From an optimization exercise on the open Yosys and OpenROAD flow, aimed at small area and a short achievable clock period; shortcuts taken in it are not production practice. Only simulation tests tie the RTL to the original design; equivalence was not proved. The clock input has no modelled driver; a real chip could not lean on it and would need a root buffer or a full tree. No activity file was given, so power comes from the tool's default toggle rates.

Setup of pepper:
Design adder_tree_25, start of the top module:
module adder_tree_25 (
    input  wire         clk,
    input  wire         rst,
    input  wire         data_v,
    input  wire [399:0] elems,
    output wire [15:0]  sum,
    output wire         sum_valid
);
    reg [4:0] vld;
    always @(posedge clk) begin
        if (!rst) vld <= 5'd0;
        else vld <= {vld[3:0], data_v};
    end
    assign sum_valid = vld[4];
    reg r0_0_0;
    reg r0_0_1;
    reg r0_0_2;
    reg r0_1_0;
    reg r0_1_1;
    reg r0_1_2;
    reg r0_1_3;
    reg r0_1_4;
    reg r0_1_5;
    reg r0_1_6;
    reg r0_1_7;
    reg r0_1_8;
    reg r0_1_9;
    reg r0_2_0;
    reg r0_2_1;
    reg r0_2_2;
    reg r0_2_3;
    reg r0_2_4;
    reg r0_2_5;
    reg r0_2_6;
    reg r0_2_7;
    reg r0_2_8;
    reg r0_2_9;
    reg r0_2_10;
    reg r0_2_11;
    reg r0_3_0;
    reg r0_3_1;
    reg r0_3_2;
    reg r0_3_3;
    reg r0_3_4;
    reg r0_3_5;
    reg r0_3_6;
    reg r0_3_7;
    reg r0_3_8;
    reg r0_3_9;
    reg r0_3_10;
    reg r0_3_11;
    reg r0_4_0;
    reg r0_4_1;
    reg r0_4_2;
    reg r0_4_3;
    reg r0_4_4;
    reg r0_4_5;
    reg r0_4_6;
    reg r0_4_7;
    reg r0_4_8;
    reg r0_4_9;
    reg r0_4_10;
    reg r0_4_11;
    reg r0_5_0;
    reg r0_5_1;
    reg r0_5_2;
    reg r0_5_3;
    reg r0_5_4;
    reg r0_5_5;
    reg r0_5_6;
    reg r0_5_7;
    reg r0_5_8;
    reg r0_5_9;
    reg r0_5_10;
    reg r0_5_11;
    reg r0_6_0;
    reg r0_6_1;
    reg r0_6_2;
    reg r0_6_3;
    reg r0_6_4;
    reg r0_6_5;
    reg r0_6_6;
    reg r0_6_7;
    reg r0_6_8;
    reg r0_6_9;
    reg r0_6_10;
    reg r0_6_11;
    reg r0_7_0;
    reg r0_7_1;
    reg r0_7_2;
    reg r0_7_3;
    reg r0_7_4;
    reg r0_7_5;
    reg r0_7_6;
    reg r0_7_7;
    reg r0_7_8;
    reg r0_7_9;
    reg r0_7_10;
    reg r0_7_11;
    reg r0_8_0;
    reg r0_8_1;
    reg r0_8_2;
    reg r0_8_3;
    reg r0_8_4;
    reg r0_8_5;
  ...
clock: 3.0 ns
lec_check: 0
cap_margin: 20
core_margin: 2
core_utilization: 60
cts_buf_list: sky130_fd_sc_hd__clkbuf_8
cts_cluster_diameter: 60
cts_cluster_size: 20
setup_slack_margin: 1.4
slew_margin: 20
synth_hierarchical: 1
standard.sh (not shown) runs the stock make flow with config.mk's settings and CLKGATE_MAP_FILE= SYNTH_SCRIPT=/design/flow/synth_recipe.tcl, a recipe that flattens the netlist after the stock synthesis.
==> flow/flow/run.sh <==
#!/bin/bash
# The standard layout, with buf_1 as the port buffer cell instead of the
# cell buffer_ports picks by itself (clkdlybuf4s50_1, 2.7x the area)
set -euo pipefail
export BUFFER_PORTS_ARGS="-buffer_cell sky130_fd_sc_hd__buf_1"
bash standard.sh > standard_flow.log 2>&1
Every stage of the flow completed for pepper, and the final layout passed the timing, design-rule and antenna checks.
Input-level comparison between amber and pepper:
Settings: a deleted CTS_CLUSTER_SIZE that had been 20; a change of SETUP_SLACK_MARGIN from 1.4 to 1.35; a deleted CTS_CLUSTER_DIAMETER that had been 60; a deleted CTS_BUF_LIST that had been sky130_fd_sc_hd__clkbuf_8.
==> results.txt <==
- Summary — worst hold slack, amber relative to pepper: higher, by 0.078 ns.
- When amber is set beside pepper, its area share of buffers outside the clock network turns out to be 0.67 points smaller.
- Compared with pepper, placement density in the core of amber is higher.
- Going from pepper to amber, post-layout total power grows by about 13%.
- amber: PASS, flow complete, no timing, DRC or antenna violations
For maple, these inputs were changed with respect to amber:
Settings: CTS_BUF_LIST newly set to sky130_fd_sc_hd__clkbuf_8; CORE_UTILIZATION changed from 60 to 40.
Results
- Cell count in maple is 179 above amber.
- Taking amber as the reference, in maple via count picked up an extra 117, share of layout cells above drive strength 1 picked up an extra 2.9 points, instance count on the critical path picked up an extra 5, first-pass GRT wire length picked up an extra about 7%.
- Delta (maple minus amber): total length of routed met3 wires went up about 40%, total power went down 2.3%.
- In the reports for amber and maple, the smaller maximum number of pins on one net before global-route repair belongs to amber.
- maple ends up with a clock latency on the worst-skew pair that is 0.07 ns higher than in amber.

---

Starting RTL as in the previous note.
Settings: LEC_CHECK=0, CAP_MARGIN=20, CORE_MARGIN=2, CORE_UTILIZATION=60, CTS_BUF_LIST=sky130_fd_sc_hd__clkbuf_16, CTS_CLUSTER_DIAMETER=80, CTS_CLUSTER_SIZE=30, SETUP_SLACK_MARGIN=1.25, SLEW_MARGIN=20, SYNTH_HIERARCHICAL=1; clock period 3.0 ns.
Scripts as last shown in full above: flow/flow/run.sh
==> next run, changes <==
--- a/flow/config.mk
+++ b/flow/config.mk
@@ -13,3 +13,3 @@
 export CTS_CLUSTER_SIZE = 30
-export SETUP_SLACK_MARGIN = 1.25
+export SETUP_SLACK_MARGIN = 1.4
 export SLEW_MARGIN = 20
What happened:
- The new run completed without violations
- register-to-register slack gets better by 0.12 ns
- clock-buffer cell count stays the same
- core utilization increases by 1.1 points
- routed wire length hardly moves
- design area increases by 1.5%
- synthesized area does not change
- non-clock buffer count climbs by 5

---

the previous run:
adder_tree_25, a different RTL version from the one above (not shown whole).
For scale: about 800 cells after synthesis, ~370 flip-flops.
==> flow/config.mk <==
export PLATFORM = sky130hd
export DESIGN_NAME = adder_tree_25
export DESIGN_NICKNAME = adder_tree_25
export VERILOG_FILES = /design/flow/design.v
export SDC_FILE = /design/flow/constraint.sdc
export NUM_CORES = 4
export LEC_CHECK = 0
export CAP_MARGIN = 20
export CORE_MARGIN = 2
export CORE_UTILIZATION = 60
export CTS_BUF_LIST = sky130_fd_sc_hd__clkbuf_16
export CTS_CLUSTER_DIAMETER = 80
export CTS_CLUSTER_SIZE = 30
export SETUP_SLACK_MARGIN = 1.45
export SLEW_MARGIN = 20
export SYNTH_HIERARCHICAL = 1
==> flow/constraint.sdc <==
create_clock -name core_clock -period 3.0 [get_ports {clk}]
set_input_delay 0.6000 -clock core_clock [delete_from_list [all_inputs] [get_ports {clk}]]
set_output_delay 0.6000 -clock core_clock [all_outputs]
set_load 0.01 [all_outputs]
==> flow/flow/run.sh <==
#!/bin/bash
# The standard layout with two changes:
#  - buf_1 as the port buffer cell instead of the cell buffer_ports picks by
#    itself (clkdlybuf4s50_1, 2.7x the area)
#  - a two-level balanced clock tree (flow/clock_tree.tcl, hooked in through
#    PRE_CTS_TCL) (the clock port drives two root buffers) in place of the three-level tree of
#    clock_tree_synthesis
set -euo pipefail
export BUFFER_PORTS_ARGS="-buffer_cell sky130_fd_sc_hd__buf_1"
export PRE_CTS_TCL="$PWD/flow/clock_tree.tcl"
bash standard.sh > standard_flow.log 2>&1
Other scripts of this flow, unchanged in this note and not shown: flow/flow/clock_tree.tcl
The previous run | status: complete | timing, DRC, antenna: pass
Input changes introduced in the current run (baseline for comparison: the previous run):
diff --git a/flow/config.mk b/flow/config.mk
--- a/flow/config.mk
+++ b/flow/config.mk
@@ -14 +14 @@
-export SETUP_SLACK_MARGIN = 1.45
+export SETUP_SLACK_MARGIN = 1.6
==> comparison <==
Delta (the current run minus the previous run): total detailed-routing wirelength picked up an extra 4.1%, clock group share of total power now smaller, sequential group share of total power now sits lower, power climbed about 3.3%, final area went up by 5.3%.
Sort the previous run and the current run by combined global-route utilization of all metal layers, ascending, and the previous run comes first.
The current run vs. the previous run: cell area after synthesis has remained practically unchanged, worst-case setup margin in the final layout went up, slew at the pin with the worst max-slew slack has decreased.
Diff the previous run -> the current run: width of the chip held; post-cts repair resize count went up 145.
In every run of this note, the design's own scripts or RTL, not TritonCTS, make the clock network.

---

adder_tree_25 again, from the RTL that the note above started with.
Settings: LEC_CHECK=0, CAP_MARGIN=20, CORE_MARGIN=2, CORE_UTILIZATION=60, CTS_BUF_LIST=sky130_fd_sc_hd__clkbuf_16, CTS_CLUSTER_DIAMETER=80, CTS_CLUSTER_SIZE=30, SETUP_SLACK_MARGIN=1.45, SLEW_MARGIN=20, SYNTH_HIERARCHICAL=1; clock period 3.0 ns.
==> flow/flow/run.sh <==
#!/bin/bash
# The standard layout with two changes:
#  - buf_1 as the port buffer cell instead of the cell buffer_ports picks by
#    itself (clkdlybuf4s50_1, 2.7x the area)
#  - a two-level balanced clock tree (flow/clock_tree.tcl, hooked in through
#    PRE_CTS_TCL) in place of the three-level tree of clock_tree_synthesis
set -euo pipefail
export BUFFER_PORTS_ARGS="-buffer_cell sky130_fd_sc_hd__buf_1"
export PRE_CTS_TCL="$PWD/flow/clock_tree.tcl"
bash standard.sh > standard_flow.log 2>&1
Other scripts of this flow, unchanged in this note and not shown: flow/flow/clock_tree.tcl
The baseline passed the timing, design-rule and antenna checks.
Edit:
Settings changed: CTS_BUF_LIST sky130_fd_sc_hd__clkbuf_16 to not set, CTS_CLUSTER_DIAMETER 80 to not set, CTS_CLUSTER_SIZE 30 to not set, PLACE_DENSITY set to 0.85.
- The new run completed with no timing, DRC or antenna violations
- power rose slightly
- final area stays flat
- first-iteration DRC count rises by well over a third
- global-route usage climbs by 2.3 points
- worst setup slack gets worse by 0.017 ns
No run of this note takes its clock network from TritonCTS; it comes from the design's own scripts or RTL.

static timing again, ports no longer ideal:
The flow's constraints put no driver on any port. The routed layouts listed below were extracted and timed again, unchanged, in two steps.
Step 1 assumes that a clkbuf_16 drives the clock port and a buf_2 every other input.
Step 2, shift: input delay + t, output delay - t, t = (earliest + latest rising clock arrival at the registers) / 2. This alone moves slack from input paths to output paths.
Slacks: ideal / step 1 / step 2; pairs: ideal / step 1.
run	t, ns	setup slack, ns	latest minus earliest clock arrival (ns)
pepper	0.593	1.365 / 1.323 / 1.102	0.023 / 0.022
amber	0.542	1.393 / 1.344 / 1.125	0.013 / 0.013
maple	0.605	1.400 / 1.353 / 1.091	0.028 / 0.027
the first run of note 2	0.533	1.310 / 1.310 / 1.141	0.011 / 0.012
the second run of note 2	0.526	1.397 / 1.348 / 1.083	0.018 / 0.019
the previous run	0.425	1.480 / 1.450 / 1.129	0.018 / 0.018
the current run	0.425	1.496 / 1.496 / 1.109	0.018 / 0.018
the first run of note 4	0.490	1.496 / 1.446 / 1.127	0.009 / 0.010
the second run of note 4	0.490	1.479 / 1.446 / 1.109	0.016 / 0.016
After both steps setup and hold are still met in every run listed. The setup slack of the current run, which loses most, moves by 0.000 ns with the drivers and by -0.387 ns with both steps.
